Optimization exercise on an open flow, not production practice. RTL: at most simulated, not proved equivalent. Function not checked: run 1. Power: default activity.

--- design/flow/constraint.sdc ---
create_clock -name core_clock -period 7.5 [get_ports {iCLK}]
set_input_delay 1.5000 -clock core_clock [delete_from_list [all_inputs] [get_ports {iCLK}]]
set_output_delay 1.5000 -clock core_clock [all_outputs]
set_load 0.01 [all_outputs]
--- design/flow/design.v ---
package pe_array_pkg;
    localparam int NCOL   = 4;
    localparam int BW     = 16;
    localparam int ACC_BW = 24;
    localparam int OUT_BW = 8;
endpackage
import pe_array_pkg::*;
module psum_drain
#(
    parameter int MAX_ROWS = 16,
    parameter int OFIFO_D  = 8,
    parameter int SHIFT    = 2,
    parameter int RELU     = 1
) (
    input  logic                        iCLK,
    input  logic                        iRSTn,
    input  logic                        iStart,
    input  logic [$clog2(MAX_ROWS):0]   iNumRows,
    input  logic [7:0]                  iNumPass,
    input  logic                        iPsumVld,
    input  logic [NCOL*BW-1:0]          iPsum,
    output logic [NCOL*OUT_BW-1:0]      oData,
    output logic                        oValid,
    input  logic                        iReady,
    output logic                        oBusy,
    output logic                        oDone,
    output logic                        oOvf
);
    localparam int RA   = $clog2(MAX_ROWS);
    localparam int LO_W = 8;                   
    localparam int HI_W = ACC_BW - LO_W;       
    localparam int XH_W = BW - LO_W;           
    localparam int UP_W = HI_W - XH_W;         
    localparam int NST  = NCOL + 1;            
    localparam int SA   = $clog2(OFIFO_D);
    logic          busy, done_q, fin, first, ovf_q, ov;
    logic          lst_q;                      
    logic          r1_q;                       
    logic [RA-1:0] rm1, row;
    logic [SA-1:0] wslot;
    logic [OFIFO_D-1:0] rdp;                   
    logic [7:0]    left;                       
    logic [RA:0]   held, avail;
    logic          start, done_c, pop, load;
    logic [RA-1:0] rm1_in;
    logic          r1_in, p1_in, p2_in;
    always_comb begin
        if (iNumRows == '0)                        rm1_in = '0;
        else if (iNumRows >= (RA+1)'(MAX_ROWS))     rm1_in = RA'(MAX_ROWS - 1);
        else                                       rm1_in = RA'(iNumRows - 1'b1);
        r1_in = (iNumRows[RA:1] == '0);
        p1_in = (iNumPass[7:1] == '0);                         
        p2_in = (iNumPass[7:2] == '0) && !(&iNumPass[1:0]);    
    end
    assign start  = iStart && !busy && !done_q;
    assign done_c = busy && fin && (held == '0);
    logic take0, lst0, acc0, wrap0, r1_e, adv;
    assign take0 = iPsumVld && !fin && (busy || start);
    assign lst0  = start ? p1_in : lst_q;
    assign r1_e  = start ? r1_in : r1_q;
    assign wrap0 = start ? r1_in : (row == rm1);
    assign acc0  = (held < (RA+1)'(OFIFO_D));
    assign adv   = take0 && wrap0 && !lst0;           
    logic [NST-1:0]               s_wen, s_fst, s_lst;
    logic [NST-1:0][RA-1:0]       s_wa;
    logic [NCOL-1:0][MAX_ROWS-1:0] rsel;
    logic [NST-1:1]               r_wen, r_fst, r_lst;
    logic [NST-1:1][RA-1:0]       r_wa;
    logic [NCOL-1:1][MAX_ROWS-1:0] r_sel;
    logic [MAX_ROWS-1:0]          row_oh, nsel;    
    always_comb begin
        s_wen[0] = take0 && (!lst_q || acc0);
        s_fst[0] = first;
        s_lst[0] = lst0;
        s_wa[0]  = lst_q ? RA'(wslot) : row;
        rsel[0]  = row_oh;
        for (int k = 1; k < NST; k++) begin
            s_wen[k] = r_wen[k];
            s_fst[k] = r_fst[k];
            s_lst[k] = r_lst[k];
            s_wa[k]  = r_wa[k];
        end
        for (int k = 1; k < NCOL; k++) rsel[k] = r_sel[k];
    end
    always_ff @(posedge iCLK or negedge iRSTn) begin
        if (!iRSTn) r_wen <= '0;
        else        r_wen <= s_wen[NST-2:0];
    end
    always_ff @(posedge iCLK) begin
        r_fst <= s_fst[NST-2:0];
        r_lst <= s_lst[NST-2:0];
        r_wa  <= s_wa[NST-2:0];
        r_sel <= rsel[NCOL-2:0];
    end
    logic [RA-1:0] row_nx;
    logic          first_nx;
    always_comb begin
        row_nx   = row;
        nsel     = row_oh;
        first_nx = first;
        if (take0) begin
            row_nx = wrap0 ? '0 : row + 1'b1;
            nsel   = wrap0 ? MAX_ROWS'(1) : {row_oh[MAX_ROWS-2:0], 1'b0};
        end
        if (adv)    first_nx = 1'b0;
        if (done_c) first_nx = 1'b1;
    end
    always_ff @(posedge iCLK or negedge iRSTn) begin
        if (!iRSTn) begin
            busy   <= 1'b0;
            done_q <= 1'b0;
            ovf_q  <= 1'b0;
            fin    <= 1'b0;
            row    <= '0;
            row_oh <= MAX_ROWS'(1);
            wslot  <= '0;
            first  <= 1'b1;
        end else begin
            done_q <= done_c;
            row    <= row_nx;
            row_oh <= nsel;
            first  <= first_nx;
            if (done_c) begin
                busy  <= 1'b0;
                fin   <= 1'b0;
                wslot <= '0;
            end
            if (start) begin
                busy  <= 1'b1;
                ovf_q <= 1'b0;
            end
            if (take0 && lst0 && acc0)  wslot <= wslot + 1'b1;
            if (take0 && lst0 && !acc0) ovf_q <= 1'b1;
            if (take0 && lst0 && wrap0) fin <= 1'b1;
        end
    end
    always_ff @(posedge iCLK) begin
        if (start) begin
            rm1   <= rm1_in;
            r1_q  <= r1_in;
            left  <= adv ? iNumPass - 8'd2 : iNumPass - 8'd1;
            lst_q <= adv ? p2_in : p1_in;
        end else if (adv) begin
            left  <= left - 8'd1;
            lst_q <= (left == 8'd1);
        end
    end
    logic [LO_W-1:0] bank_lo [NCOL][MAX_ROWS];
    logic [HI_W-1:0] bank_hi [NCOL][MAX_ROWS];
    logic [NCOL-1:0][MAX_ROWS-1:0] lsel;      
    logic [NCOL-1:0]               lfst, lfwd;
    always_comb begin
        lsel[0] = nsel;
        lfst[0] = first_nx;
        lfwd[0] = take0 && r1_e;
        for (int c = 1; c < NCOL; c++) begin
            lsel[c] = rsel[c-1];
            lfst[c] = s_fst[c-1];
            lfwd[c] = s_wen[c] && r1_q;
        end
    end
    for (genvar c = 0; c < NCOL; c++) begin : g_col
        logic [LO_W-1:0] p_lo, r_lo;
        logic [LO_W:0]   s_lo;
        logic            cy_q;
        logic [XH_W-1:0] xh_q;
        always_comb begin
            r_lo = '0;
            for (int i = 0; i < MAX_ROWS; i++)
                if (lsel[c][i]) r_lo = r_lo | bank_lo[c][i];
        end
        always_ff @(posedge iCLK)
            p_lo <= lfst[c] ? LO_W'(2) : (lfwd[c] ? s_lo[LO_W-1:0] : r_lo);
        assign s_lo = {1'b0, iPsum[c*BW +: LO_W]} + {1'b0, p_lo};
        always_ff @(posedge iCLK) begin
            if (s_wen[c]) bank_lo[c][s_wa[c]] <= s_lo[LO_W-1:0];
            cy_q <= s_lo[LO_W];
            xh_q <= iPsum[c*BW+LO_W +: XH_W];
        end
        logic [HI_W-1:0] p_hi, r_hi, s_hi, wd_hi;
        always_comb begin
            r_hi = '0;
            for (int i = 0; i < MAX_ROWS; i++)
                if (rsel[c][i]) r_hi = r_hi | bank_hi[c][i];
        end
        always_ff @(posedge iCLK)
            p_hi <= s_fst[c] ? '0 : ((s_wen[c+1] && r1_q) ? wd_hi : r_hi);
        logic [XH_W:0]   s_dn;
        logic [UP_W-1:0] p_up, up_inc, up_dec;
        logic            cx, sg, nz, z_up, z_inc, z_dec, zu;
        assign s_dn   = {1'b0, p_hi[XH_W-1:0]} + {1'b0, xh_q} + (XH_W+1)'(cy_q);
        assign cx     = s_dn[XH_W];
        assign sg     = xh_q[XH_W-1];
        assign p_up   = p_hi[HI_W-1:XH_W];
        assign up_inc = p_up + 1'b1;
        assign up_dec = p_up - 1'b1;
        always_comb begin
            s_hi[XH_W-1:0] = s_dn[XH_W-1:0];
            if (cx && !sg)      s_hi[HI_W-1:XH_W] = up_inc;
            else if (!cx && sg) s_hi[HI_W-1:XH_W] = up_dec;
            else                s_hi[HI_W-1:XH_W] = p_up;
        end
        assign z_up  = (p_up[UP_W-2:0] == '0);
        assign z_inc = (&p_up[UP_W-2:0]);
        assign z_dec = (p_up[UP_W-2:0] == (UP_W-1)'(1));
        always_comb begin
            if (cx && !sg)      zu = z_inc;
            else if (!cx && sg) zu = z_dec;
            else                zu = z_up;
            nz = (|s_dn[XH_W-1:1]) || !zu;
        end
        always_comb begin
            wd_hi = s_hi;
            if (s_lst[c+1]) wd_hi[1] = nz;
        end
        always_ff @(posedge iCLK) begin
            if (s_wen[c+1]) bank_hi[c][s_wa[c+1]] <= wd_hi;
        end
    end
    logic [NCOL*OUT_BW-1:0] oq, rq;
    always_comb begin
        for (int c = 0; c < NCOL; c++) begin
            logic [LO_W-1:0] el;
            logic [HI_W-1:0] eh;
            el = '0;
            eh = '0;
            for (int i = 0; i < OFIFO_D; i++)
                if (rdp[i]) begin
                    el = el | bank_lo[c][i];
                    eh = eh | bank_hi[c][i];
                end
            if (eh[HI_W-1])   rq[c*OUT_BW +: OUT_BW] = 8'd0;
            else if (eh[1])   rq[c*OUT_BW +: OUT_BW] = 8'd127;
            else              rq[c*OUT_BW +: OUT_BW] = {1'b0, eh[0], el[7:2]};
        end
    end
    assign pop  = ov && iReady;
    assign load = (avail != '0) && (!ov || iReady);
    always_ff @(posedge iCLK or negedge iRSTn) begin
        if (!iRSTn) begin
            oq    <= '0;
            ov    <= 1'b0;
            held  <= '0;
            avail <= '0;
        end else begin
            if (load) begin
                oq <= rq;
                ov <= 1'b1;
            end else if (pop) begin
                oq <= '0;
                ov <= 1'b0;
            end
            held  <= held + (RA+1)'(take0 && lst0 && acc0) - (RA+1)'(pop);
            avail <= avail + (RA+1)'(s_wen[NST-1] && s_lst[NST-1]) - (RA+1)'(load);
        end
    end
    always_ff @(posedge iCLK) begin
        if (start)     rdp <= OFIFO_D'(1);
        else if (load) rdp <= {rdp[OFIFO_D-2:0], rdp[OFIFO_D-1]};
    end
    assign oData  = oq;
    assign oValid = ov;
    assign oBusy  = busy;
    assign oDone  = done_q;
    assign oOvf   = ovf_q;
endmodule
module psum_drain_top (
    input  logic        iCLK,
    input  logic        iRSTn,
    input  logic        iStart,
    input  logic [4:0]  iNumRows,
    input  logic [7:0]  iNumPass,
    input  logic        iPsumVld,
    input  logic [63:0] iPsum,
    output logic [31:0] oData,
    output logic        oValid,
    input  logic        iReady,
    output logic        oBusy,
    output logic        oDone,
    output logic        oOvf
);
    psum_drain #(
        .MAX_ROWS (16),
        .OFIFO_D  (8),
        .SHIFT    (2),
        .RELU     (1)
    ) u_drain (
        .iCLK     (iCLK),
        .iRSTn    (iRSTn),
        .iStart   (iStart),
        .iNumRows (iNumRows),
        .iNumPass (iNumPass),
        .iPsumVld (iPsumVld),
        .iPsum    (iPsum),
        .oData    (oData),
        .oValid   (oValid),
        .iReady   (iReady),
        .oBusy    (oBusy),
        .oDone    (oDone),
        .oOvf     (oOvf)
    );
endmodule
--- design/flow/standard.sh ---
#!/bin/bash
# synth_recipe.tcl (not shown) runs the flow's synth.tcl, then flattens the netlist and writes it again
# the make line also repeats each setting of config.mk as NAME=value (left out here)
make -C /OpenROAD-flow-scripts/flow DESIGN_CONFIG=/design/flow/config.mk WORK_HOME=/design/flow/orfs CLKGATE_MAP_FILE= SYNTH_SCRIPT=/design/flow/synth_recipe.tcl "${@:-finish}"
--- design/flow/config.mk ---
export PLATFORM = sky130hd
export DESIGN_NAME = psum_drain_top
export DESIGN_NICKNAME = psum_drain_top
export VERILOG_FILES = /design/flow/design.v
export SDC_FILE = /design/flow/constraint.sdc
export NUM_CORES = 4
export LEC_CHECK = 0
export CAP_MARGIN = 20
export CORE_MARGIN = 2
export CORE_UTILIZATION = 40
export CTS_CLUSTER_DIAMETER = 150
export CTS_CLUSTER_SIZE = 30
export SETUP_SLACK_MARGIN = 4.5
export SLEW_MARGIN = 20
export TNS_END_PERCENT = 10
--- design/flow/flow/run.sh ---
#!/bin/bash
# The standard layout (the standard.sh, standard synthesis unchanged), with
# the port buffers made from sky130_fd_sc_hd__buf_2 instead of the default
# delay-cell buffer. Every input and output port is still buffered.
set -euo pipefail
bash standard.sh "BUFFER_PORTS_ARGS=-buffer_cell sky130_fd_sc_hd__buf_2" finish > standard_flow.log 2>&1
==> summary.txt, run 1 <==
number of synthesized flops with an enable pin: 1549
Residual DRC: 0
metal3 WL: 19.67 mm
ys async rst share: 3.876%
Final Instance Area: 78170 um2
sequential area share after synthesis: 74.82%
GRT Util Overall: 23.83%
DR pass1 iterations: 8
worst min-delay path category: reg -> reg
Seq cells post-synth: 1832
Via-to-Cell Ratio: 6.294
Worst slew margin: 19.19%
WL met1: 83.53 mm
post-route ant nets: 0
CORE AREA: 174200 um2
layout cells sized above 1: 14.11%
via count: 44340
chip width: 423.0 um
outcome: finished clean
startpoint types: primary input
DPL Wire Length: 116.7 mm
WP data required: 8.21 ns
RSZ-0062 raised after global routing: true
Max clock buf depth: 3
Total Nets Final: 4856
Final setup viols: 0
initial antenna violation count: 1
critical path endpoint category: flop
IO buf count: 113
root buffer cell: clkbuf_16
Leakage: 0.02520 uW
Worst Setup SP: iPsum[16]
worst-path fanout max: 17
min Tclk post-route: 3.281 ns
Max Freq: 304.8 MHz
global-route wire length before repair: 310.0 mm
CTS tree: yes
Die ar.: 178900 um2
commonest cells after routing, fill and taps aside: edfxtp_1, a22oi_1, dfxtp_1
wire length per cell: 31.38 um
TritonCTS Sinks: 1832
Post-synth top flop: edfxtp_1
Worst Tran Pin Value: 1.208 ns
Overall Power: 31140 uW
Top Ports: 118
Syn. warnings: 1
WL met2: 109.0 mm
number of diodes: 0
CP Data Arrival Time: 3.99 ns
row cnt: 153
Post-DP Area: 74740 um2
commonest non-fill, non-tap cell in the layout: edfxtp_1
Setup CP Type: in -> reg
CTS H-Tree Depth: 3
gpl congestion: 0.8643
CTS clk-pin slew, worst paths: 0.12 ns
Cell variety after synth: 87
Initial Util: 40.31%
Fin. Hold Viols: 0
worst-skew pair later-pin latency: 0.76 ns
largest net degree at the start of global routing: 68
area grow syn2layout: 11.32%
Final Max Tran Viols: 0
Reg-to-Reg Start: u_drain.g_col[0].xh_q[0]$_DFF_P_
Cell Area, Synth: 70220 um2
WL final: 221.1 mm
period utilisation layout: 43.74%
grt ovf: 0
fin util: 44.87%
CTS Buf Count: 71
Mapped Avg Cell Area: 15.60 um2
setup TNS: 0 ns
pwr dens: 398.3 nW/um2
vias in the first global route: 42900
First DRT Iteration DRCs: 6784
skew final: 0.03864 ns
hold path startpoint: u_drain.r_wa[0]$_DFF_P_
Synth Instances: 4501
Die Ht: 423.0 um
VDD IR max: 0.0002631 V
max cap viols: 0
top sig layer: met5
## stage by stage
step,setup WS [ns],instances,hold WS [ns]
2_1_floorplan,3.807,4504,0.3291
3_3_place_gp,3.011,6861,0.3805
3_5_place_dp,3.002,6866,0.3880
4_1_cts,4.180,7015,0.4047
5_1_grt,4.134,7045,0.4365
6_report,4.219,7045,0.4100
## sequential cells by signal, summed over array words and instances (netlist names), 4 cells and up
name                count
u_drain.rm1             4
u_drain.g_col.xh_q     32
u_drain.avail           5
u_drain.r_wa           16
u_drain.oq             28
u_drain.r_lst           4
u_drain.bank_hi      1024
u_drain.left            8
u_drain.rdp             8
u_drain.bank_lo       512
u_drain.g_col.p_lo     32
u_drain.r_sel          48
u_drain.g_col.cy_q      4
u_drain.row_oh         16
u_drain.held            5
u_drain.row             4
u_drain.r_wen           4
u_drain.g_col.p_hi     64
## cell type report
class                           instances  area [um2]
Tap cell                             2325        2909
Sequential cell                      1832       52570
Fill cell                           15280       96040
Timing Repair Buffer                  324        2376
Clock buffer                          122        1968
Clock inverter                         10       120.1
Multi-Input combinational cell       2324       17770
Inverter                              108       455.4
## synthesized netlist by cell type (all sizes together), types with 12 or more instances
cell        n  area (um2)
nor2      216       813.3
o221a      30       337.8
edfxtp   1549       46510
nor3       68       340.3
a21oi     124       628.1
nand3     143       715.7
xnor2      53       464.2
dfrtp      69        1727
nand2b     23       143.9
dfxtp     212        4244
xor2       38       332.8
o21ai     103       519.3
buf        45       202.7
clkbuf    200       750.7
mux2i      18       180.2
a22o      110       963.4
fa         14       280.3
a21o       20       150.1
a221oi    115        1007
ha         99        1239
a31oi      23       143.9
inv       106       397.9
a222oi    101        1011
nand4     116       725.7
a211oi     22       175.2
a2111oi    37       342.8
nor2b      12       75.07
o22ai      21       137.6
a22oi     547        4106
nand2     142       533.0
## where the power goes
part | internal (uW) | switching [uW] | leakage [uW]
sequential | 14200 | 905 | 0.0166
clock | 1860 | 3110 | 0.000994
combinational | 3440 | 7650 | 0.00761
## cells by family after synthesis
| family | count (synthesis) | synth area share [%] |
|---|---|---|
| XOR/XNOR | 91 | 1.135 |
| multiplexers | 22 | 0.3207 |
| buffers and inverters | 353 | 1.937 |
| flip-flops | 1832 | 74.82 |
| other | 1 | 0.005340 |
| adder cells (fa/ha/maj) | 113 | 2.163 |
| AO/OA/AOI/OAI | 1303 | 14.18 |
| AND/OR/NAND/NOR | 786 | 5.447 |
## layer usage
metal,track usage [%],up-vias
met5,0,-
met4,9.265,2
met3,3.190,472
met2,40.51,2631
met1,30.99,22690
li1,-,18550
## worst max-delay path, cell delays in order
cell and delay, ns:
buf_2 0.11, ha_1 0.29, inv_1 0.09, fa_1 0.43, nor2b_1 0.13, o21ai_0 0.11
a21boi_1 0.32, o21ai_0 0.14, nand2b_1 0.21, xor2_4 0.40, o221a_2 0.26
## final timing paths
path / endpoint / slack (ns) / cells past startpoint
max in group asynchronous: u_drain.row_oh[5]$_DFF_PN0_ / 6.01 / 2
min: u_drain.r_wa[4]$_DFF_P_ / 0.41 / 0
max: u_drain.g_col[1].p_lo[6]$_SDFF_PP0_ / 4.22 / 11
max reg2reg: u_drain.bank_hi[7][1]$_DFFE_PP_ / 4.25 / 12
min reg2reg: u_drain.r_wa[4]$_DFF_P_ / 0.41 / 0
min in group asynchronous: u_drain.oq[6]$_DFFE_PN0P_ / 0.54 / 1
## timing repair
action / CTS / global route
pin swaps: 19 / 23
gates cloned: 2 / 4
hold buffers: 0 / 0
endpoints found under the setup margin: 771 / 827
resized for setup: 78 / 69
setup buffers: 15 / 26
==> inputs of run 2 (changes only) <==
--- a/design/flow/design.v
+++ b/design/flow/design.v
@@ -59,7 +59,7 @@
     assign lst0  = start ? p1_in : lst_q;
     assign r1_e  = start ? r1_in : r1_q;
     assign wrap0 = start ? r1_in : (row == rm1);
-    assign acc0  = (held < (RA+1)'(OFIFO_D));
+    assign acc0  = (held[RA:SA] == '0);                
     assign adv   = take0 && wrap0 && !lst0;           
     logic [NST-1:0]               s_wen, s_fst, s_lst;
     logic [NST-1:0][RA-1:0]       s_wa;
@@ -234,6 +234,14 @@
             else              rq[c*OUT_BW +: OUT_BW] = {1'b0, eh[0], el[7:2]};
         end
     end
+    logic          h_inc, a_inc;
+    logic [RA:0]   held_p1, held_m1, avail_p1, avail_m1;
+    assign h_inc    = take0 && lst0 && acc0;
+    assign a_inc    = s_wen[NST-1] && s_lst[NST-1];
+    assign held_p1  = held + 1'b1;
+    assign held_m1  = held - 1'b1;
+    assign avail_p1 = avail + 1'b1;
+    assign avail_m1 = avail - 1'b1;
     assign pop  = ov && iReady;
     assign load = (avail != '0) && (!ov || iReady);
     always_ff @(posedge iCLK or negedge iRSTn) begin
@@ -250,8 +258,8 @@
                 oq <= '0;
                 ov <= 1'b0;
             end
-            held  <= held + (RA+1)'(take0 && lst0 && acc0) - (RA+1)'(pop);
-            avail <= avail + (RA+1)'(s_wen[NST-1] && s_lst[NST-1]) - (RA+1)'(load);
+            held  <= h_inc ? (pop ? held : held_p1) : (pop ? held_m1 : held);
+            avail <= a_inc ? (load ? avail : avail_p1) : (load ? avail_m1 : avail);
         end
     end
     always_ff @(posedge iCLK) begin
--- a/design/flow/config.mk
+++ b/design/flow/config.mk
@@ -8,8 +8,8 @@
 export CAP_MARGIN = 20
 export CORE_MARGIN = 2
 export CORE_UTILIZATION = 40
-export CTS_CLUSTER_DIAMETER = 150
-export CTS_CLUSTER_SIZE = 30
+export CTS_CLUSTER_DIAMETER = 100
+export CTS_CLUSTER_SIZE = 25
 export SETUP_SLACK_MARGIN = 4.5
 export SLEW_MARGIN = 20
 export TNS_END_PERCENT = 10
==> run 2 against run 1 <==
Largest power group unchanged. Still clean on timing, DRC and antenna. Clock power increased by 9.5%. Design area increased by 1.1%. Critical endpoint is now u_drain.held[4]$_DFFE_PN0P_. Sequential cell count is the same.
==> summary.txt, run 2 <==
outcome: finished clean
gpl congestion: 0.8594 (-0.57%)
Cell variety after synth: 86 (-1.1%)
Synth Instances: 4501 (unchanged)
Final Max Tran Viols: 0 (unchanged)
Largest register FFs: 1024 (unchanged)
grt ovf: 0 (unchanged)
setup TNS: 0 ns (unchanged)
top-area cell type share of the netlist area: 66.20% (about the same)
area grow syn2layout: 12.48%
Syn. warnings: 1 (unchanged)
First DRT Iteration DRCs: 7402 (+9.1%)
global-route wire length before repair: 310.4 mm (+0.15%)
final setup margin: 4.162 ns (-0.05700 ns)
CTS H-Tree Depth: 3 (unchanged)
Reg-to-Reg Start: u_drain.g_col[2].cy_q$_DFF_P_
Synth Area in Compound Gates: 14.03% (-0.14 points)
VDD IR max: 0.0002511 V (-4.5%)
commonest cells after routing, fill and taps aside: edfxtp_1, a22oi_1, buf_4
CTS Buf Count: 85 (+20%)
Die Ht: 423.1 um (about the same)
Place WS: 2.631 ns (-0.3715 ns)
Post-DP Area: 74800 um2 (about the same)
layout cells sized above 1: 15.56% (+1.4 points)
Via-to-Cell Ratio: 6.317 (+0.37%)
TritonCTS Sinks: 1832 (unchanged)
vias in the first global route: 43130 (+0.55%)
Top Ports: 118 (unchanged)
crit path cell chain: buf_6, or3_4, or3_4, o21a_1, inv_2, nand2_4, nor2_4, inv_4, fa_2, a21o_1, a21oi_2, nand3_1, o311ai_1
placed insts: 6867 (+0.015%)
pwr dens: 416.5 nW/um2 (+4.6%)
max cap viols: 0 (unchanged)
count leader, synth: edfxtp_1
via count: 44920 (+1.3%)
Final setup viols: 0 (unchanged)
Initial Util: 40.34% (about the same)
Residual DRC: 0 (unchanged)
GRT Util Overall: 23.77% (-0.062 points)
CORE AREA: 174200 um2 (unchanged)
root buffer cell: clkbuf_16
WL final: 221.4 mm (+0.13%)
Non-Filler Instances: 7110 (+0.92%)
Setup CP Type: in -> reg
largest cells by area after synthesis: edfxtp_1, dfxtp_1, a22oi_1, dfrtp_1, ha_1
max incr delay on CP: 0.39 ns (-0.04 ns)
Seq cells post-synth: 1832 (unchanged)
post-route ant nets: 0 (unchanged)
skew final: 0.05430 ns (+0.01566 ns)
RSZ-0062 raised after global routing: true
CTS clk-pin slew, worst paths: 0.10 ns (-0.02 ns)
hold path startpoint: u_drain.r_wa[3]$_DFF_P_
xor-xnor portion of the synthesized cell area: 1.149% (+0.014 points)
largest net degree at the start of global routing: 63 (-7.4%)
Cell Area, Synth: 70270 um2 (about the same)
CTS tree: yes
WP data required: 8.12 ns (-0.09 ns)
Final Instance Area: 79040 um2 (+1.1%)
largest family of logic cells by synthesized area: compound AO/OA/AOI/OAI gates
Die ar.: 179000 um2 (about the same)
Fin. Hold Viols: 0 (unchanged)
post-synthesis adder-cell area fraction: 2.037% (-0.13 points)
commonest non-fill, non-tap cell in the layout: edfxtp_1
Max clock buf depth: 3 (unchanged)
worst-path fanout max: 5 (-12)
Mapped Avg Cell Area: 15.61 um2 (about the same)
row cnt: 153 (unchanged)
Worst Tran Pin Value: 1.172 ns (-0.03564 ns)
startpoint types: primary input
Hold-fix buffers, CTS: 0 (unchanged)
ys async rst share: 3.876% (unchanged)
wire length per cell: 31.13 um (-0.78%)
Max Freq: 299.6 MHz (-1.7%)
critical path endpoint category: flop
number of synthesized flops with an enable pin: 1549 (unchanged)
Synth area leader: edfxtp_1
IO buf count: 113 (unchanged)
initial antenna violation count: 6 (+5)
sequential area share after synthesis: 74.77% (about the same)
simple-gate share of the synthesized area: 5.792% (+0.35 points)
period utilisation layout: 44.50% (+0.76 points)
worst min-delay path category: reg -> reg
Leakage: 0.02559 uW (+1.5%)
worst-skew pair later-pin latency: 0.76 ns (about the same)
min Tclk post-route: 3.338 ns (+0.05700 ns)
Worst Setup SP: iNumPass[5]
post-synthesis mux area share: 0.4398% (+0.12 points)
Post-synth top flop: edfxtp_1
DR pass1 iterations: 9 (+1)
Commonest cells post-synth: edfxtp_1, a22oi_1, nor2_1, dfxtp_1, clkbuf_1
crit-path most repeated cell: or3_4
CP max-delay cell: fa_2
CP Data Arrival Time: 3.96 ns (-0.03 ns)
Total Nets Final: 4899 (+0.89%)
Worst slew margin: 21.76% (+2.6 points)
DPL Wire Length: 114.8 mm (-1.6%)
chip width: 423.1 um (about the same)
[run 2: final timing paths]
path,to,depth (start not counted),slack [ns]
setup / recovery,u_drain.held[4]$_DFFE_PN0P_,13,4.16
hold reg to reg,u_drain.r_wa[7]$_DFF_P_,0,0.40
setup reg to reg,u_drain.bank_hi[32][1]$_DFFE_PP_,12,4.26
max in group asynchronous,u_drain.row_oh[7]$_DFF_PN0_,2,5.62
hold / removal,u_drain.r_wa[7]$_DFF_P_,0,0.40
min in group asynchronous,u_drain.oq[12]$_DFFE_PN0P_,1,0.58
[run 2: logic make-up after synthesis]
family / count (synthesis)
flip-flops: 1832
AO/OA/AOI/OAI: 1286
AND/OR/NAND/NOR: 830
buffers and inverters: 326
adder cells (fa/ha/maj): 106
XOR/XNOR: 90
multiplexers: 30
other: 1
[run 2: report_power, final]
group	switching (uW)	leakage [uW]	internal [uW]	total [uW]
Clock	3200	0.00120	2230	5440
Sequential	1150	0.0166	14300	15400
Combinational	8090	0.00778	3960	12100
[run 2: layer usage]
layer	part of all wire [%]	track usage, %
met1	39	32.66
met2	47	38.18
met3	10	4.213
met4	3.7	8.025
met5	0.0068	0
[run 2: metrics by stage]
step | power, uW | hold WS [ns] | util (%)
after detailed placement | 26460 | 0.3855 | 42.94
after floorplan | 21690 | 0.3290 | -
after CTS | 32150 | 0.3938 | 44.86
after global routing | 34150 | 0.4273 | 45.37
final | 32920 | 0.3980 | 45.37
after global placement | 26290 | 0.3769 | 42.93
[run 2: timing repair]
action	in CTS	in global routing
setup buffers	36	32
setup endpoints to repair	791	704
pin swaps	26	41
gates cloned	3	5
resized for setup	85	74
[run 2: cell type report]
cell class,count,area [um2]
Antenna cell,3,7.507
Clock buffer,147,2391
Clock inverter,11,131.4
Fill cell,15180,95170
Inverter,79,302.8
Multi-Input combinational cell,2350,18030
Sequential cell,1832,52570
Tap cell,2325,2909
Timing Repair Buffer,362,2693
Timing Repair inverter,1,5.005
[run 2: critical path, delay by kind of cell]
kind,cells,cell delay [ns]
AO/OA/AOI/OAI,4,0.78
adder cells (fa/ha/maj),1,0.39
buffers and inverters,3,0.24
AND/OR/NAND/NOR,5,1.05
==> inputs of run 3 (changes only) <==
==> design/flow/flow/run.sh (replaced) <==
#!/bin/bash
# The standard layout (the standard.sh, with the standard flow's synthesis script) with
# three changes:
#  * abc maps the combinational logic with a delay-driven script
#    (flow/abc_speed.script, "map" against ABC_CLOCK_PERIOD_IN_PS) instead of
#    ORFS's default; flip-flop mapping is untouched, so the registers are the
#    standard synthesis's;
#  * adders are left to abc instead of being pre-mapped to full/half-adder cells
#    (ADDER_MAP_FILE empty);
#  * the port buffers are sky130_fd_sc_hd__buf_2 instead of the default
#    delay-cell buffer; every input and output port is still buffered.
# ORFS's scripts are copied into the work folder so that only the abc script
# differs; all tool output goes to standard_flow.log and ORFS's own logs.
set -euo pipefail
rm -rf scripts_mod
cp -r "$FLOW_HOME/scripts" scripts_mod
cp flow/abc_speed.script scripts_mod/abc_speed.script
bash standard.sh "SCRIPTS_DIR=$PWD/scripts_mod" "ADDER_MAP_FILE=" \
    "BUFFER_PORTS_ARGS=-buffer_cell sky130_fd_sc_hd__buf_2" finish > standard_flow.log 2>&1
==> design/flow/flow/abc_speed.script (new file) <==
strash
dch -f
map {D}
buffer -c
topo
upsize {D}
dnsize {D}
--- a/design/flow/config.mk
+++ b/design/flow/config.mk
@@ -5,6 +5,7 @@
 export SDC_FILE = /design/flow/constraint.sdc
 export NUM_CORES = 4
 export LEC_CHECK = 0
+export ABC_CLOCK_PERIOD_IN_PS = 2000
 export CAP_MARGIN = 20
 export CORE_MARGIN = 2
 export CORE_UTILIZATION = 40
==> run 3 against run 2 <==
Synthesized cell count up 14%. Core utilization down 1.1 points. Critical endpoint is now u_drain.bank_lo[17][6]$_DFFE_PP_. Highest routed layer unchanged. Still clean on timing, DRC and antenna. Die area up 0.90%.
==> summary.txt, run 3 <==
outcome: finished clean
layout cells sized above 1: 10.35% (-5.2 points)
startpoint types: primary input
commonest cells after routing, fill and taps aside: edfxtp_1, a22oi_1, nand2_1
hold path startpoint: u_drain.r_wa[3]$_DFF_P_
CTS Buf Count: 84 (-1.2%)
CTS tree: yes
WL final: 223.8 mm (+1.1%)
Fin. Hold Viols: 0 (unchanged)
Max Freq: 320.0 MHz (+6.8%)
grt ovf: 0 (unchanged)
Max clock buf depth: 3 (unchanged)
number of synthesized flops with an enable pin: 1549 (unchanged)
CORE AREA: 176100 um2 (+1.1%)
Setup CP Type: in -> reg
RSZ-0062 raised after global routing: true
Top Ports: 118 (unchanged)
Hold-fix buffers, CTS: 0 (unchanged)
Residual DRC: 0 (unchanged)
Post-synth top flop: edfxtp_1
Die ar.: 180700 um2 (+0.90%)
Overall Power: 29770 uW (-9.6%)
gpl congestion: 0.9158 (+6.6%)
via count: 46290 (+3.1%)
largest cells by area after synthesis: edfxtp_1, a22oi_1, dfxtp_1, nand2_1, dfrtp_1
DPL Wire Length: 124.0 mm (+8.0%)
ys async rst share: 3.876% (unchanged)
DR pass1 iterations: 6 (-3)
Total Nets Final: 5328 (+8.8%)
initial antenna violation count: 4 (-2)
Synth area leader: edfxtp_1
Multi-input gate area: 17220 um2 (-4.5%)
sequential cell area: 52550 um2 (about the same)
Commonest cells post-synth: edfxtp_1, a22oi_1, nand2_1, nor2_1, inv_1
critical path endpoint category: flop
vias in the first global route: 44070 (+2.2%)
area grow syn2layout: 10.02%
Reg-to-Reg Start: u_drain.avail[2]$_DFFE_PN0P_
setup TNS: 0 ns (unchanged)
Cell variety after synth: 76 (-12%)
TritonCTS Sinks: 1832 (unchanged)
Via-to-Cell Ratio: 6.040 (-4.4%)
sequential area share after synthesis: 74.09% (-0.67 points)
Filler cells: 15730 (+3.6%)
GRT Util Overall: 24.05% (+0.28 points)
largest net degree at the start of global routing: 43 (-32%)
CTS clk-pin slew, worst paths: 0.10 ns (about the same)
chip width: 425.0 um (+0.45%)
Initial Util: 40.26% (-0.074 points)
min Tclk post-route: 3.125 ns (-0.2123 ns)
Cell Area, Synth: 70910 um2 (+0.91%)
global-route wire length before repair: 315.6 mm (+1.7%)
row cnt: 154 (+0.65%)
Final setup viols: 0 (unchanged)
Synth Instances: 5131 (+14%)
Final Max Tran Viols: 0 (unchanged)
pwr dens: 381.5 nW/um2 (-8.4%)
skew final: 0.04106 ns (-0.01324 ns)
Syn. warnings: 1 (unchanged)
Worst Setup SP: iPsum[16]
First DRT Iteration DRCs: 6271 (-15%)
root buffer cell: clkbuf_16
CTS H-Tree Depth: 3 (unchanged)
top-area cell type share of the netlist area: 65.60% (-0.60 points)
count leader, synth: edfxtp_1
Mapped Avg Cell Area: 13.82 um2 (-11%)
IO buf count: 113 (unchanged)
wire length per cell: 29.20 um (-6.2%)
Leakage: 0.02577 uW (+0.71%)
max cap viols: 0 (unchanged)
Largest register FFs: 1024 (unchanged)
period utilisation layout: 41.67% (-2.8 points)
WP data required: 7.96 ns (-0.16 ns)
Seq cells post-synth: 1832 (unchanged)
CP Data Arrival Time: 3.59 ns (-0.37 ns)
post-route ant nets: 0 (unchanged)
worst min-delay path category: reg -> reg
Worst Tran Pin Value: 1.177 ns (+0.004839 ns)
Worst slew margin: 20.82% (-0.94 points)
VDD IR max: 0.0002115 V (-16%)
worst-path fanout max: 16 (+11)
commonest non-fill, non-tap cell in the layout: edfxtp_1
worst-skew pair later-pin latency: 0.75 ns (about the same)
Die Ht: 425.0 um (+0.45%)
[run 3: changes by cell type after synthesis, moves of 96 or more]
cell / delta
a21oi_1: +99
a222oi_1: -96
a22oi_1: +143
inv_1: +191
nand2_1: +339
nor2_1: +120
[run 3: metrics by stage]
step / cell area, um2 / hold slack (ns) / instances / setup WS, ns / util, %
finish: 78010 / 0.3693 / 7664 / 4.375 / 44.30
global route: 78010 / 0.3788 / 7663 / 4.300 / 44.30
CTS: 77750 / 0.3710 / 7651 / 4.316 / 44.15
detailed placement: 75050 / 0.3572 / 7490 / 3.208 / 42.61
global placement: 74890 / 0.3586 / 7484 / 3.219 / 42.52
floorplan: 70960 / 0.3290 / 5134 / 4.361 / -
[run 3: worst paths after layout]
| check | depth (start not counted) | slack [ns] | endpoint |
|---|---|---|---|
| min | 0 | 0.37 | u_drain.r_wa[7]$_DFF_P_ |
| min in group asynchronous | 1 | 0.74 | u_drain.oq[0]$_DFFE_PN0P_ |
| min reg2reg | 0 | 0.37 | u_drain.r_wa[7]$_DFF_P_ |
| max reg2reg | 12 | 4.40 | u_drain.avail[2]$_DFFE_PN0P_ |
| max | 9 | 4.37 | u_drain.bank_lo[17][6]$_DFFE_PP_ |
| max in group asynchronous | 2 | 5.77 | u_drain.row_oh[1]$_DFF_PN0_ |
[run 3: per-layer routing]
| metal | vias to the layer above | track usage, % | wire length, um |
|---|---|---|---|
| met5 | - | 0 | 23 |
| met3 | 450 | 3.190 | 18800 |
| met2 | 2412 | 39.33 | 106300 |
| met4 | 4 | 8.983 | 9304 |
| met1 | 23430 | 32.80 | 89350 |
| li1 | 19990 | - | - |
[run 3: critical path, stage by stage]
cell and delay (ns):
buf_2 0.11, nand2_1 0.12, o21ai_0 0.18, a21oi_2 0.39, nor3_1 0.12, a21oi_1 0.27
o21ai_0 0.15, or2_2 0.30, nand2_1 0.45
[run 3: timing repair]
action,CTS,global route
endpoints found under the hold margin,0,0
gates resized for setup,22,24
pin swaps,2,2
setup buffers,7,2
endpoints found under the setup margin,278,707
[run 3: where the power goes]
group / switching (uW) / leakage (uW) / internal, uW / total [uW]
logic: 6970 / 0.00793 / 2480 / 9440
registers: 1130 / 0.0167 / 13800 / 14900
clock network: 3160 / 0.00119 / 2240 / 5400
[run 3: layout make-up]
cell class / instances / share of cell area [%]
flip-flops and latches: 1832 / 67.36
multi-input cells: 2803 / 22.07
well taps: 2340 / 3.753
clock buffers: 148 / 3.110
repair buffers: 253 / 2.274
inverters: 272 / 1.323
clock inverters: 6 / 0.07377
diodes: 10 / 0.03208
[run 3: logic make-up after synthesis]
family,share of synthesized area [%]
and+or+nand+nor,8.359
adders and majority gates,0.01412
DFF,74.09
AOI/OAI and AO/OA,13.90
other,0.005289
xor gates and xnor gates,0.9370
buffers and inverters,2.694
==> inputs of run 4 (changes only) <==
--- a/design/flow/design.v
+++ b/design/flow/design.v
@@ -203,11 +203,20 @@
         assign z_up  = (p_up[UP_W-2:0] == '0);
         assign z_inc = (&p_up[UP_W-2:0]);
         assign z_dec = (p_up[UP_W-2:0] == (UP_W-1)'(1));
+        logic [XH_W-1:0] da, db;
+        logic            zl;
+        assign da = p_hi[XH_W-1:0];
+        assign db = xh_q;
+        always_comb begin
+            zl = ((da[1] ^ db[1]) == ((da[0] & db[0]) | (da[0] & cy_q) | (db[0] & cy_q)));
+            for (int k = 2; k < XH_W; k++)
+                zl = zl && ((da[k] ^ db[k]) == (da[k-1] | db[k-1]));
+        end
         always_comb begin
             if (cx && !sg)      zu = z_inc;
             else if (!cx && sg) zu = z_dec;
             else                zu = z_up;
-            nz = (|s_dn[XH_W-1:1]) || !zu;
+            nz = !zl || !zu;
         end
         always_comb begin
             wd_hi = s_hi;
==> run 4 against run 3 <==
Routed wire length up 0.52%. Sequential cell count did not move. Die area down 0.19%. Maximum frequency decreased by 1.6%. Clock skew shrank 0.0046 ns. Worst hold slack better by 0.0070 ns. Register-to-register slack got worse by 0.08 ns. Combinational power increased by 8%. Setup slack got worse by 0.051 ns. Global-route usage up 0.32 points. Core utilization increased by 0.051 points. Sequential power is essentially flat. Largest cell class unchanged. Largest power group unchanged. Highest routed layer is now met4.
==> summary.txt, run 4 <==
outcome: finished clean
IO buf count: 113 (unchanged)
Seq cells post-synth: 1832 (unchanged)
row cnt: 154 (unchanged)
TritonCTS Sinks: 1832 (unchanged)
setup TNS: 0 ns (unchanged)
Top Ports: 118 (unchanged)
Cell variety after synth: 70 (-7.9%)
VDD IR max: 0.0002326 V (+9.9%)
Largest register FFs: 1024 (unchanged)
Worst Tran Pin Value: 1.215 ns (+0.03818 ns)
initial antenna violation count: 4 (unchanged)
worst-skew pair later-pin latency: 0.76 ns (about the same)
Synth Instances: 5152 (+0.41%)
Residual DRC: 0 (unchanged)
Initial Util: 40.23% (about the same)
chip width: 424.6 um (about the same)
largest cells by area after synthesis: edfxtp_1, a22oi_1, dfxtp_1, nand2_1, dfrtp_1
placed insts: 7525 (+0.47%)
gpl congestion: 0.9048 (-1.2%)
CP Data Arrival Time: 3.78 ns (+0.19 ns)
CORE AREA: 175900 um2 (-0.11%)
startpoint types: flop
Max clock buf depth: 3 (unchanged)
grt ovf: 0 (unchanged)
WP data required: 8.10 ns (+0.14 ns)
period utilisation layout: 42.36% (+0.69 points)
Final setup viols: 0 (unchanged)
number of synthesized flops with an enable pin: 1549 (unchanged)
Commonest cells post-synth: edfxtp_1, a22oi_1, nand2_1, nor2_1, inv_1
Mapped Avg Cell Area: 13.74 um2 (-0.59%)
root buffer cell: clkbuf_16
pwr dens: 391.5 nW/um2 (+2.6%)
worst-path fanout max: 25 (+9)
via count: 46330 (+0.091%)
max cap viols: 0 (unchanged)
reg-to-reg setup timing slack: 4.32 ns (-0.08 ns)
GRT Util Overall: 24.37% (+0.32 points)
Setup CP Type: reg -> reg
commonest non-fill, non-tap cell in the layout: edfxtp_1
cell count of the worst reg-to-reg path: 5 (-7)
RSZ-0062 raised after global routing: true
worst min-delay path category: reg -> reg
Non-Filler Instances: 7696 (+0.42%)
CTS tree: yes
Place WS: 2.616 ns (-0.5919 ns)
Hold-fix buffers, CTS: 0 (unchanged)
Leakage: 0.02628 uW (+2.0%)
ys async rst share: 3.876% (unchanged)
CTS H-Tree Depth: 3 (unchanged)
Worst Hold Depth: 0 (unchanged)
top-area cell type share of the netlist area: 65.72% (+0.12 points)
Final Max Tran Viols: 0 (unchanged)
vias in the first global route: 44770 (+1.6%)
Cell Area, Synth: 70770 um2 (-0.19%)
Synth area leader: edfxtp_1
CTS Buf Count: 88 (+4.8%)
layout cells sized above 1: 10.33% (-0.021 points)
Syn. warnings: 1 (unchanged)
final setup margin: 4.323 ns (-0.05140 ns)
min Tclk post-route: 3.177 ns (+0.05140 ns)
First DRT Iteration DRCs: 6007 (-4.2%)
skew final: 0.03648 ns (-0.004577 ns)
critical path endpoint category: flop
sequential area share after synthesis: 74.23% (+0.14 points)
sequential cell area: 52550 um2 (about the same)
WL final: 224.9 mm (+0.52%)
CTS clk-pin slew, worst paths: 0.11 ns (about the same)
Post-synth top flop: edfxtp_1
Worst slew margin: 18.89% (-1.9 points)
Multi-input gate area: 17010 um2 (-1.2%)
Max Freq: 314.8 MHz (-1.6%)
largest net degree at the start of global routing: 50 (+16%)
Fin. Hold Viols: 0 (unchanged)
post-route ant nets: 0 (unchanged)
Die Ht: 424.6 um (about the same)
Die ar.: 180300 um2 (-0.19%)
DR pass1 iterations: 6 (unchanged)
Filler cells: 15680 (-0.33%)
commonest cells after routing, fill and taps aside: edfxtp_1, a22oi_1, nand2_1
Total Nets Final: 5364 (+0.68%)
area grow syn2layout: 10.24%
Via-to-Cell Ratio: 6.020 (-0.33%)
global-route wire length before repair: 318.7 mm (+0.99%)
count leader, synth: edfxtp_1
DPL Wire Length: 125.9 mm (+1.5%)
wire length per cell: 29.22 um (about the same)
## run 4: changes by cell type after synthesis, sizes merged, moves of 15 or more
cell	delta
a22oi	+19
nand2	+52
a22o	-15
nand3	+24
o21ai	-16
o22ai	-22
## run 4: cells by family (layout without fill, tap and decap cells)
| group | after synthesis | count (layout) | synth area share [%] |
|---|---|---|---|
| AOI/OAI and AO/OA | 1349 | 1349 | 13.28 |
| xor gates and xnor gates | 81 | 81 | 1.013 |
| adders and majority gates | 4 | 4 | 0.05657 |
| buffers and inverters | 507 | 706 | 2.728 |
| DFF | 1832 | 1832 | 74.23 |
| other | 1 | 6 | 0.005299 |
| and+or+nand+nor | 1378 | 1378 | 8.689 |
## run 4: final timing paths
path | startpoint | end
worst max-delay path | u_drain.rdp[4]$_SDFFE_PN0P_ | u_drain.oq[28]$_DFFE_PN0P_
worst min-delay path | u_drain.r_wa[11]$_DFF_P_ | u_drain.r_wa[15]$_DFF_P_
worst max register to register | u_drain.rdp[4]$_SDFFE_PN0P_ | u_drain.oq[28]$_DFFE_PN0P_
worst min register to register | u_drain.r_wa[11]$_DFF_P_ | u_drain.r_wa[15]$_DFF_P_
max in group asynchronous | iRSTn | u_drain.row_oh[7]$_DFF_PN0_
min in group asynchronous | iRSTn | u_drain.oq[3]$_DFFE_PN0P_
## run 4: repair_timing
item	CTS	global route
gates resized for setup	9	17
pin swaps	2	0
endpoints found under the setup margin	218	609
setup buffers	4	0
## run 4: layout make-up
cell class	count	area share [%]
Antenna cell	2	0.006415
Multi-Input combinational cell	2816	21.80
Inverter	282	1.363
Clock buffer	140	3.100
Sequential cell	1832	67.36
Timing Repair Buffer	262	2.311
Clock inverter	22	0.3111
Tap cell	2340	3.753
## run 4: power breakdown
group	internal (uW)	switching [uW]	total (uW)
registers	13800	979	14700
clock network	2330	3270	5600
logic	2670	7540	10200
## run 4: worst max-delay path, stage by stage, from the launching register on
cell	delay, ns
dfxtp_2	0.50
buf_4	0.39
a22oi_1	0.24
nand4_1	0.54
a2111oi_0	1.08
o21ai_0	0.23
## run 4: metal layers
layer	part of all wire, %	track usage [%]	up-vias	wire (um)
met3	8.5	3.784	430	19090
met2	47	39.88	2403	106700
li1	-	-	19990	-
met5	0	0	-	0
met1	40	32.73	23510	89730
met4	4.2	9.359	0	9347
## run 4: per-stage QoR
step                power, uW  cell area, um2  utilization [%]  hold WS, ns
CTS                     30340           77780            44.22       0.3768
global placement        24670           74910            42.58       0.3608
floorplan               20350           70800                -       0.3441
finish                  30550           78020            44.35       0.3762
global route            31740           78020            44.35       0.3841
detailed placement      24840           75040            42.66       0.3667
==> inputs of run 5 (changes only) <==
--- a/design/flow/config.mk
+++ b/design/flow/config.mk
@@ -5,7 +5,7 @@
 export SDC_FILE = /design/flow/constraint.sdc
 export NUM_CORES = 4
 export LEC_CHECK = 0
-export ABC_CLOCK_PERIOD_IN_PS = 2000
+export ABC_CLOCK_PERIOD_IN_PS = 1500
 export CAP_MARGIN = 20
 export CORE_MARGIN = 2
 export CORE_UTILIZATION = 40
==> run 5 against run 4 <==
Cell count did not move. Worst hold slack unchanged. Synthesized area did not move. Non-clock buffer count is the same. Design area unchanged. First-iteration DRC count stayed put. Sequential power barely moved. Maximum frequency did not move. Setup slack unchanged.
==> summary.txt, run 5 <==
Setup CP Type: reg -> reg
via count: 46330 (unchanged)
Cell Area, Synth: 70770 um2 (unchanged)
sequential area share after synthesis: 74.23% (unchanged)
Fin. Hold Viols: 0 (unchanged)
min Tclk post-route: 3.177 ns (unchanged)
CTS Buf Count: 88 (unchanged)
IO buf count: 113 (unchanged)
setup TNS: 0 ns (unchanged)
Post-synth top flop: edfxtp_1
Largest register FFs: 1024 (unchanged)
First DRT Iteration DRCs: 6007 (unchanged)
Top Ports: 118 (unchanged)
Leakage: 0.02628 uW (unchanged)
WL final: 224.9 mm (unchanged)
Final Max Tran Viols: 0 (unchanged)
VDD IR max: 0.0002326 V (unchanged)
worst-skew pair later-pin latency: 0.76 ns (about the same)
row cnt: 154 (unchanged)
largest net degree at the start of global routing: 50 (unchanged)
area grow syn2layout: 10.24% (unchanged)
ys async rst share: 3.876% (unchanged)
Worst Tran Pin Value: 1.215 ns (unchanged)
Worst slew margin: 18.89% (unchanged)
Die Ht: 424.6 um (unchanged)
max cap viols: 0 (unchanged)
GRT Util Overall: 24.37% (unchanged)
number of synthesized flops with an enable pin: 1549 (unchanged)
top-area cell type share of the netlist area: 65.72% (unchanged)
Seq cells post-synth: 1832 (unchanged)
RSZ-0062 raised after global routing: true
CP Data Arrival Time: 3.78 ns (about the same)
CTS clk-pin slew, worst paths: 0.11 ns (about the same)
initial antenna violation count: 4 (unchanged)
Commonest cells post-synth: edfxtp_1, a22oi_1, nand2_1, nor2_1, inv_1
Final setup viols: 0 (unchanged)
Total Nets Final: 5364 (unchanged)
Residual DRC: 0 (unchanged)
CP max-delay cell: a2111oi_0
Mapped Avg Cell Area: 13.74 um2 (unchanged)
Max Freq: 314.8 MHz (unchanged)
post-route ant nets: 0 (unchanged)
count leader, synth: edfxtp_1
Die ar.: 180300 um2 (unchanged)
critical path endpoint category: flop
startpoint types: flop
CTS H-Tree Depth: 3 (unchanged)
Synth Instances: 5152 (unchanged)
worst-path fanout max: 25 (unchanged)
cell count of the worst reg-to-reg path: 5 (unchanged)
layout cells sized above 1: 10.33% (unchanged)
TritonCTS Sinks: 1832 (unchanged)
critical path capture point: u_drain.oq[28]$_DFFE_PN0P_
CORE AREA: 175900 um2 (unchanged)
global-route wire length before repair: 318.7 mm (unchanged)
root buffer cell: clkbuf_16
chip width: 424.6 um (unchanged)
Syn. warnings: 1 (unchanged)
Max clock buf depth: 3 (unchanged)
worst min-delay path category: reg -> reg
WP data required: 8.10 ns (about the same)
Initial Util: 40.23% (unchanged)
Cell variety after synth: 70 (unchanged)
pwr dens: 391.5 nW/um2 (unchanged)
wire length per cell: 29.22 um (unchanged)
reg-to-reg setup timing slack: 4.32 ns (about the same)
DR pass1 iterations: 6 (unchanged)
largest cells by area after synthesis: edfxtp_1, a22oi_1, dfxtp_1, nand2_1, dfrtp_1
gpl congestion: 0.9048 (unchanged)
commonest non-fill, non-tap cell in the layout: edfxtp_1
grt ovf: 0 (unchanged)
outcome: finished clean
Overall Power: 30550 uW (unchanged)
period utilisation layout: 42.36% (unchanged)
DPL Wire Length: 125.9 mm (unchanged)
final hold slack: 0.3762 ns (unchanged)
Via-to-Cell Ratio: 6.020 (unchanged)
CTS tree: yes
Synth area leader: edfxtp_1
Reg-to-Reg Start: u_drain.rdp[4]$_SDFFE_PN0P_
commonest cells after routing, fill and taps aside: edfxtp_1, a22oi_1, nand2_1
vias in the first global route: 44770 (unchanged)
reg2reg end: u_drain.oq[28]$_DFFE_PN0P_
skew final: 0.03648 ns (unchanged)
crit path cell chain: buf_4, a22oi_1, nand4_1, a2111oi_0, o21ai_0
max incr delay on CP: 1.08 ns (about the same)
Worst Setup SP: u_drain.rdp[4]$_SDFFE_PN0P_
## run 5: kinds of logic (layout without fill, tap and decap cells)
logic type / after synthesis / in the layout / share of synthesized area, %
buf+inv: 507 / 706 / 2.728
compound gates: 1349 / 1349 / 13.28
simple gates: 1378 / 1378 / 8.689
other cells: 1 / 6 / 0.005299
fa+ha+maj: 4 / 4 / 0.05657
xor+xnor: 81 / 81 / 1.013
flops: 1832 / 1832 / 74.23
## run 5: critical path, delay by kind of cell, from the launching register on
family / cells / cell delay (ns)
AND/OR/NAND/NOR: 1 / 0.54
flip-flops: 1 / 0.50
buffers and inverters: 1 / 0.39
AO/OA/AOI/OAI: 3 / 1.55
## run 5: how the worst min path moves through the flow
stage,startpoint,endpoint,cells after the start,slack (ns)
floorplan,u_drain.r_lst[2]$_DFF_P_,u_drain.r_lst[3]$_DFF_P_,0,0.34
global placement,u_drain.r_wa[7]$_DFF_P_,u_drain.r_wa[11]$_DFF_P_,0,0.36
detailed placement,u_drain.r_wa[7]$_DFF_P_,u_drain.r_wa[11]$_DFF_P_,0,0.37
CTS,u_drain.r_wa[11]$_DFF_P_,u_drain.r_wa[15]$_DFF_P_,0,0.38
global route,u_drain.r_wa[11]$_DFF_P_,u_drain.r_wa[15]$_DFF_P_,0,0.38
finish,u_drain.r_wa[11]$_DFF_P_,u_drain.r_wa[15]$_DFF_P_,0,0.38
## run 5: per-stage QoR
stage | cells | worst slack [ns] | area (um2) | utilization (%)
after global placement | 7520 | 2.776 | 74910 | 42.58
final | 7696 | 4.323 | 78020 | 44.35
after CTS | 7691 | 4.247 | 77780 | 44.22
after floorplan | 5155 | 4.336 | 70800 | -
after detailed placement | 7525 | 2.616 | 75040 | 42.66
after global routing | 7695 | 4.214 | 78020 | 44.35
## run 5: area by class of cell
class	count	area, um2
Fill cell	15680	97900
Sequential cell	1832	52550
Multi-Input combinational cell	2816	17010
Tap cell	2340	2928
Clock buffer	140	2419
Timing Repair Buffer	262	1803
Inverter	282	1064
Clock inverter	22	242.7
Antenna cell	2	5.005
## run 5: report_power, final
part / internal, uW / total [uW] / switching [uW]
sequential: 13800 / 14700 / 979
combinational: 2670 / 10200 / 7540
clock: 2330 / 5600 / 3270
total: 18800 / 30500 / 11800
## run 5: timing repair
| item | in CTS | in global routing |
|---|---|---|
| gates cloned | 0 | 0 |
| buffers inserted | 4 | 0 |
| endpoints found under the setup margin | 218 | 609 |
| hold buffers | 0 | 0 |
| gates resized for setup | 9 | 17 |
| pin swaps | 2 | 0 |
## run 5: routing by layer
layer | GRT usage [%] | routed length (um)
met2 | 39.88 | 106700
met1 | 32.73 | 89730
met3 | 3.784 | 19090
met4 | 9.359 | 9347
met5 | 0 | 0
==> inputs of run 6 (changes only) <==
==> design/flow/config.mk (replaced) <==
export PLATFORM = sky130hd
export DESIGN_NAME = psum_drain_top
export DESIGN_NICKNAME = psum_drain_top
export VERILOG_FILES = /design/flow/design.v
export SDC_FILE = /design/flow/constraint.sdc
export NUM_CORES = 4
export LEC_CHECK = 0
export ABC_CLOCK_PERIOD_IN_PS = 2000
export CAP_MARGIN = 20
export CORE_MARGIN = 2
export CORE_UTILIZATION = 40
export CTS_CLUSTER_DIAMETER = 100
export CTS_CLUSTER_SIZE = 25
export SETUP_SLACK_MARGIN = 5.0
export SLEW_MARGIN = 20
export TNS_END_PERCENT = 100
==> run 6 against run 5 <==
Clock-buffer cell count up 8. Synthesized cell count unchanged. Non-clock buffer count up 105. Core utilization up 1.9 points. Routed wire length up 1.8%. Design area up 4.2%. Sequential cell count unchanged. Die area unchanged. Critical path type is now reg -> out.
==> summary.txt, run 6 <==
outcome: finished clean
VDD IR max: 0.0002578 V (+11%)
post-route ant nets: 0 (unchanged)
startpoint types: flop
Worst Tran Pin Value: 1.188 ns (-0.02722 ns)
DR pass1 iterations: 8 (+2)
Die Ht: 424.6 um (unchanged)
setup TNS: 0 ns (unchanged)
Top Ports: 118 (unchanged)
grt ovf: 0 (unchanged)
chip width: 424.6 um (unchanged)
worst min-delay path category: reg -> reg
ys async rst share: 3.876% (unchanged)
Final Max Tran Viols: 0 (unchanged)
worst-path fanout max: 2 (-92%)
worst-skew pair later-pin latency: 0.78 ns (+0.02 ns)
commonest cells after routing, fill and taps aside: edfxtp_1, a22oi_1, nand2_1
Final setup viols: 0 (unchanged)
crit path cell chain: buf_6
CTS clk-pin slew, worst paths: 0.10 ns (about the same)
final setup margin: 4.526 ns (+0.2023 ns)
Filler cells: 15300 (-2.4%)
root buffer cell: clkbuf_16
Via-to-Cell Ratio: 6.083 (+1.0%)
Post-DP Area: 75940 um2 (+1.2%)
RSZ-0062 raised after global routing: true
min Tclk post-route: 2.974 ns (-0.2023 ns)
CTS H-Tree Depth: 3 (unchanged)
Synth area leader: edfxtp_1
CTS tree: yes
top-area cell type share of the netlist area: 65.72% (unchanged)
Total Nets Final: 5492 (+2.4%)
GRT Util Overall: 24.41% (+0.036 points)
wire length per cell: 29.24 um (about the same)
WP data required: 6.00 ns (-2.10 ns)
CP Data Arrival Time: 1.47 ns (-2.31 ns)
Crit path max-delay family: flip-flops
area grow syn2layout: 14.87%
largest net degree at the start of global routing: 53 (+6.0%)
CTS Buf Count: 85 (-3.4%)
Mapped Avg Cell Area: 13.74 um2 (unchanged)
max incr delay on CP: 0.53 ns (-0.55 ns)
DPL Wire Length: 126.9 mm (+0.79%)
Place WS: 3.238 ns (+0.6220 ns)
WL final: 228.9 mm (+1.8%)
Non-Filler Instances: 7826 (+1.7%)
Fin. Hold Viols: 0 (unchanged)
Final Instance Area: 81300 um2 (+4.2%)
Syn. warnings: 1 (unchanged)
Cell Area, Synth: 70770 um2 (unchanged)
Max Freq: 336.2 MHz (+6.8%)
Hold-fix buffers, CTS: 0 (unchanged)
pwr dens: 390.2 nW/um2 (-0.35%)
gpl congestion: 0.8733 (-3.5%)
initial antenna violation count: 1 (-3)
commonest non-fill, non-tap cell in the layout: edfxtp_1
Cell variety after synth: 70 (unchanged)
CP max-delay cell: dfrtp_2
Seq cells post-synth: 1832 (unchanged)
Leakage: 0.02728 uW (+3.8%)
CORE AREA: 175900 um2 (unchanged)
Residual DRC: 0 (unchanged)
Initial Util: 40.23% (unchanged)
Commonest cells post-synth: edfxtp_1, a22oi_1, nand2_1, nor2_1, inv_1
placed insts: 7522 (-0.040%)
row cnt: 154 (unchanged)
Die ar.: 180300 um2 (unchanged)
number of synthesized flops with an enable pin: 1549 (unchanged)
Setup CP Type: reg -> out
via count: 47610 (+2.8%)
Overall Power: 31720 uW (+3.8%)
skew final: 0.04351 ns (+0.007033 ns)
Post-synth top flop: edfxtp_1
count leader, synth: edfxtp_1
period utilisation layout: 39.66% (-2.7 points)
largest cells by area after synthesis: edfxtp_1, a22oi_1, dfxtp_1, nand2_1, dfrtp_1
crit path buf inv count: 1 (unchanged)
IO buf count: 113 (unchanged)
critical path endpoint category: output pin
global-route wire length before repair: 320.4 mm (+0.52%)
max cap viols: 0 (unchanged)
Max clock buf depth: 3 (unchanged)
layout cells sized above 1: 17.73% (+7.4 points)
TritonCTS Sinks: 1832 (unchanged)
Largest register FFs: 1024 (unchanged)
sequential area share after synthesis: 74.23% (unchanged)
Synth Instances: 5152 (unchanged)
vias in the first global route: 45160 (+0.86%)
First DRT Iteration DRCs: 6605 (+10%)
Worst slew margin: 20.70% (+1.8 points)
==> run 6: cell counts after synthesis <==
Identical to the previous run, type by type.
==> run 6: worst paths after layout <==
kind / startpoint / endpoint / slack [ns] / depth (start not counted)
max in group asynchronous: iRSTn / u_drain.oq[20]$_DFFE_PN0P_ / 5.57 / 2
min in group asynchronous: iRSTn / u_drain.ov$_DFFE_PN0P_ / 0.61 / 1
worst min register to register: u_drain.r_wa[11]$_DFF_P_ / u_drain.r_wa[15]$_DFF_P_ / 0.38 / 0
worst max register to register: u_drain.row_oh[7]$_DFF_PN0_ / u_drain.g_col[0].p_lo[1]$_SDFF_PP1_ / 4.89 / 6
worst min-delay path: u_drain.r_wa[11]$_DFF_P_ / u_drain.r_wa[15]$_DFF_P_ / 0.38 / 0
worst max-delay path: u_drain.oq[27]$_DFFE_PN0P_ / oData[27] / 4.53 / 1
==> run 6: layout make-up <==
| type | count | area, um2 | area share [%] |
|---|---|---|---|
| antenna | 3 | 7.507 | 0.009234 |
| tap | 2340 | 2928 | 3.601 |
| multi-input combinational | 2839 | 18840 | 23.17 |
| timing repair inverter | 3 | 22.52 | 0.02770 |
| timing repair buffer | 367 | 3231 | 3.974 |
| sequential | 1832 | 52590 | 64.69 |
| clock inverter | 12 | 172.7 | 0.2124 |
| clock buffer | 148 | 2385 | 2.933 |
| inverter | 282 | 1122 | 1.380 |
==> run 6: per-stage QoR <==
| stage | hold slack, ns | util [%] |
|---|---|---|
| floorplan | 0.3441 | - |
| global placement | 0.3640 | 43.04 |
| detailed placement | 0.3564 | 43.17 |
| CTS | 0.3896 | 45.38 |
| global route | 0.3724 | 46.21 |
| finish | 0.3820 | 46.21 |
==> run 6: kinds of logic (layout without fill, tap and decap cells) <==
| group | after synthesis | count (layout) | share of synthesized area (%) |
|---|---|---|---|
| fa+ha+maj | 4 | 4 | 0.05657 |
| buf+inv | 507 | 812 | 2.728 |
| flops | 1832 | 1832 | 74.23 |
| simple gates | 1378 | 1397 | 8.689 |
| compound gates | 1349 | 1353 | 13.28 |
| other cells | 1 | 7 | 0.005299 |
| xor+xnor | 81 | 81 | 1.013 |
==> run 6: per-layer routing <==
layer  global-route usage (%)  part of all wire [%]  up-vias
met2                    40.79                    48     2612
met4                    9.549                   4.5        0
li1                         -                     -    20300
met5                        0                     0        -
met1                    31.94                    39    24170
met3                    3.813                   8.6      532
==> run 6: repair_timing <==
action	in CTS	in global routing
setup buffers	48	57
pin swaps	35	84
setup endpoints to repair	864	911
cloned	13	17
gates resized for setup	198	172
==> run 6: power by group <==
| group | leakage, uW | total (uW) | internal (uW) | switching [uW] |
|---|---|---|---|---|
| clock | 0.00122 | 5490 | 2240 | 3250 |
| sequential | 0.0166 | 14700 | 13700 | 951 |
| combinational | 0.00942 | 11500 | 3360 | 8170 |
==> inputs of run 7 (changes only) <==
--- a/design/flow/config.mk
+++ b/design/flow/config.mk
@@ -11,6 +11,6 @@
 export CORE_UTILIZATION = 40
 export CTS_CLUSTER_DIAMETER = 100
 export CTS_CLUSTER_SIZE = 25
-export SETUP_SLACK_MARGIN = 5.0
+export SETUP_SLACK_MARGIN = 4.6
 export SLEW_MARGIN = 20
-export TNS_END_PERCENT = 100
+export TNS_END_PERCENT = 30
==> run 7 against run 6 <==
Still clean on timing, DRC and antenna. Maximum frequency shrank 2.6%. Clock skew is essentially flat. Synthesized area is the same. Cell count shrank 1.7%. Sequential share of layout area grew 2.6 points. Clock-buffer cell count grew 3. Worst hold slack gained 0.020 ns. Register-to-register slack lost 0.44 ns. Via count shrank 2.8%. Clock power is essentially flat. First-iteration DRC count shrank 9.5%. Largest cell class unchanged. Highest routed layer unchanged.
==> summary.txt, run 7 <==
startpoint types: flop
Worst Hold Depth: 0 (unchanged)
Synth area leader: edfxtp_1
RSZ-0062 raised after global routing: true
DR pass1 iterations: 8 (unchanged)
max incr delay on CP: 0.98 ns (+0.45 ns)
outcome: finished clean
Non-Filler Instances: 7693 (-1.7%)
crit path cell chain: buf_4, a22oi_1, nand4_1, a211oi_1, o21ai_0
Die Ht: 424.6 um (unchanged)
CP max-delay cell: a211oi_1
Total Nets Final: 5362 (-2.4%)
Worst slew margin: 20.02% (-0.69 points)
global-route wire length before repair: 313.2 mm (-2.2%)
DPL Wire Length: 126.0 mm (-0.68%)
TritonCTS Sinks: 1832 (unchanged)
wire length per cell: 28.76 um (-1.7%)
initial antenna violation count: 7 (+6)
Via-to-Cell Ratio: 6.016 (-1.1%)
largest cells by area after synthesis: edfxtp_1, a22oi_1, dfxtp_1, nand2_1, dfrtp_1
CTS Buf Count: 85 (unchanged)
Synth Instances: 5152 (unchanged)
Mapped Avg Cell Area: 13.74 um2 (unchanged)
CTS H-Tree Depth: 3 (unchanged)
Commonest cells post-synth: edfxtp_1, a22oi_1, nand2_1, nor2_1, inv_1
Seq cells post-synth: 1832 (unchanged)
Syn. warnings: 1 (unchanged)
Top Ports: 118 (unchanged)
via count: 46280 (-2.8%)
WL final: 221.3 mm (-3.3%)
Largest register FFs: 1024 (unchanged)
worst min-delay path category: reg -> reg
CORE AREA: 175900 um2 (unchanged)
worst-skew pair later-pin latency: 0.75 ns (-0.03 ns)
Initial Util: 40.23% (unchanged)
Leakage: 0.02623 uW (-3.9%)
reg-to-reg setup timing slack: 4.45 ns (-0.44 ns)
post-route ant nets: 0 (unchanged)
count leader, synth: edfxtp_1
top-area cell type share of the netlist area: 65.72% (unchanged)
chip width: 424.6 um (unchanged)
reg2reg end: u_drain.oq[30]$_DFFE_PN0P_
ys async rst share: 3.876% (unchanged)
Residual DRC: 0 (unchanged)
gpl congestion: 0.9270 (+6.1%)
GRT Util Overall: 23.84% (-0.57 points)
pwr dens: 389.7 nW/um2 (-0.12%)
vias in the first global route: 44240 (-2.0%)
placed insts: 7523 (+0.013%)
Die ar.: 180300 um2 (unchanged)
Worst Tran Pin Value: 1.197 ns (+0.009076 ns)
hold path startpoint: u_drain.r_wa[3]$_DFF_P_
min Tclk post-route: 3.053 ns (+0.07839 ns)
setup TNS: 0 ns (unchanged)
number of diodes: 0 (-3)
largest net degree at the start of global routing: 72 (+36%)
WP data required: 8.10 ns (+2.10 ns)
Filler cells: 15630 (+2.2%)
VDD IR max: 0.0002422 V (-6.0%)
Final Max Tran Viols: 0 (unchanged)
Cell variety after synth: 70 (unchanged)
cell count of the worst reg-to-reg path: 5 (-1)
grt ovf: 0 (unchanged)
Post-synth top flop: edfxtp_1
max cap viols: 0 (unchanged)
Reg-to-Reg Start: u_drain.rdp[0]$_SDFFE_PN1P_
CTS clk-pin slew, worst paths: 0.11 ns (about the same)
number of synthesized flops with an enable pin: 1549 (unchanged)
CP Data Arrival Time: 3.65 ns (+2.18 ns)
Max Freq: 327.6 MHz (-2.6%)
sequential area share after synthesis: 74.23% (unchanged)
run 7: cell counts after synthesis:
Identical to the previous run, type by type.
run 7: layout make-up:
class	instances	area (um2)	share of cell area [%]
Sequential cell	1832	52560	67.25
Multi-Input combinational cell	2816	17120	21.91
Tap cell	2340	2928	3.746
Clock buffer	151	2442	3.125
Timing Repair Buffer	263	1914	2.449
Inverter	282	1062	1.359
Clock inverter	9	125.1	0.1601
run 7: worst max path at each step:
stage | slack, ns | to | depth (start not counted) | from
global route | 4.40 | u_drain.g_col[0].p_lo[4]$_SDFF_PP0_ | 8 | iPsum[0]
detailed placement | 3.25 | u_drain.g_col[0].p_lo[1]$_SDFF_PP1_ | 11 | iStart
finish | 4.45 | u_drain.oq[30]$_DFFE_PN0P_ | 5 | u_drain.rdp[0]$_SDFFE_PN1P_
CTS | 4.48 | u_drain.oq[30]$_DFFE_PN0P_ | 5 | u_drain.rdp[6]$_SDFFE_PN0P_
global placement | 3.28 | u_drain.g_col[0].p_lo[1]$_SDFF_PP1_ | 11 | iStart
floorplan | 4.46 | u_drain.bank_lo[11][0]$_DFFE_PP_ | 7 | iStart
run 7: power by group:
group / internal [uW] / total, uW / switching [uW]
logic: 2710 / 10300 / 7570
clock network: 2270 / 5470 / 3200
registers: 13800 / 14700 / 948
total: 18700 / 30500 / 11700
run 7: cells by family (layout without fill, tap and decap cells):
kind of cell               after synthesis  after routing  synth area share, %
and+or+nand+nor                       1378           1378                8.689
AOI/OAI and AO/OA                     1349           1349                13.28
buffers and inverters                  507            705                2.728
xor gates and xnor gates                81             81                1.013
DFF                                   1832           1832                74.23
adders and majority gates                4              4              0.05657
other                                    1              4             0.005299
run 7: per-stage QoR:
step | instance area, um2 | total power, uW | hold WS, ns | util (%) | worst slack, ns
floorplan | 70880 | 20380 | 0.3441 | - | 4.465
global placement | 74930 | 24650 | 0.3753 | 42.59 | 3.279
detailed placement | 75140 | 24820 | 0.3794 | 42.71 | 3.255
CTS | 77910 | 30230 | 0.3951 | 44.29 | 4.477
global route | 78150 | 31620 | 0.4076 | 44.42 | 4.403
finish | 78150 | 30450 | 0.4017 | 44.42 | 4.447
run 7: timing repair:
action / CTS / global route
hold buffers: 0 / 0
endpoints found under the setup margin: 391 / 765
resized for setup: 30 / 24
gates cloned: 0 / 0
buffers inserted: 7 / 1
pin swaps: 3 / 1
run 7: critical path: cells and delay by family (launching register included):
kind	cells	cell delay, ns
flip-flops	1	0.52
buffers and inverters	1	0.35
AO/OA/AOI/OAI	3	1.37
AND/OR/NAND/NOR	1	0.62
run 7: routing by layer:
metal	track usage (%)	part of all wire, %	wire length (um)
met2	39.90	48	106700
met3	3.355	8.3	18310
met5	0	0	0
met4	9.205	4.2	9323
met1	31.44	39	86870
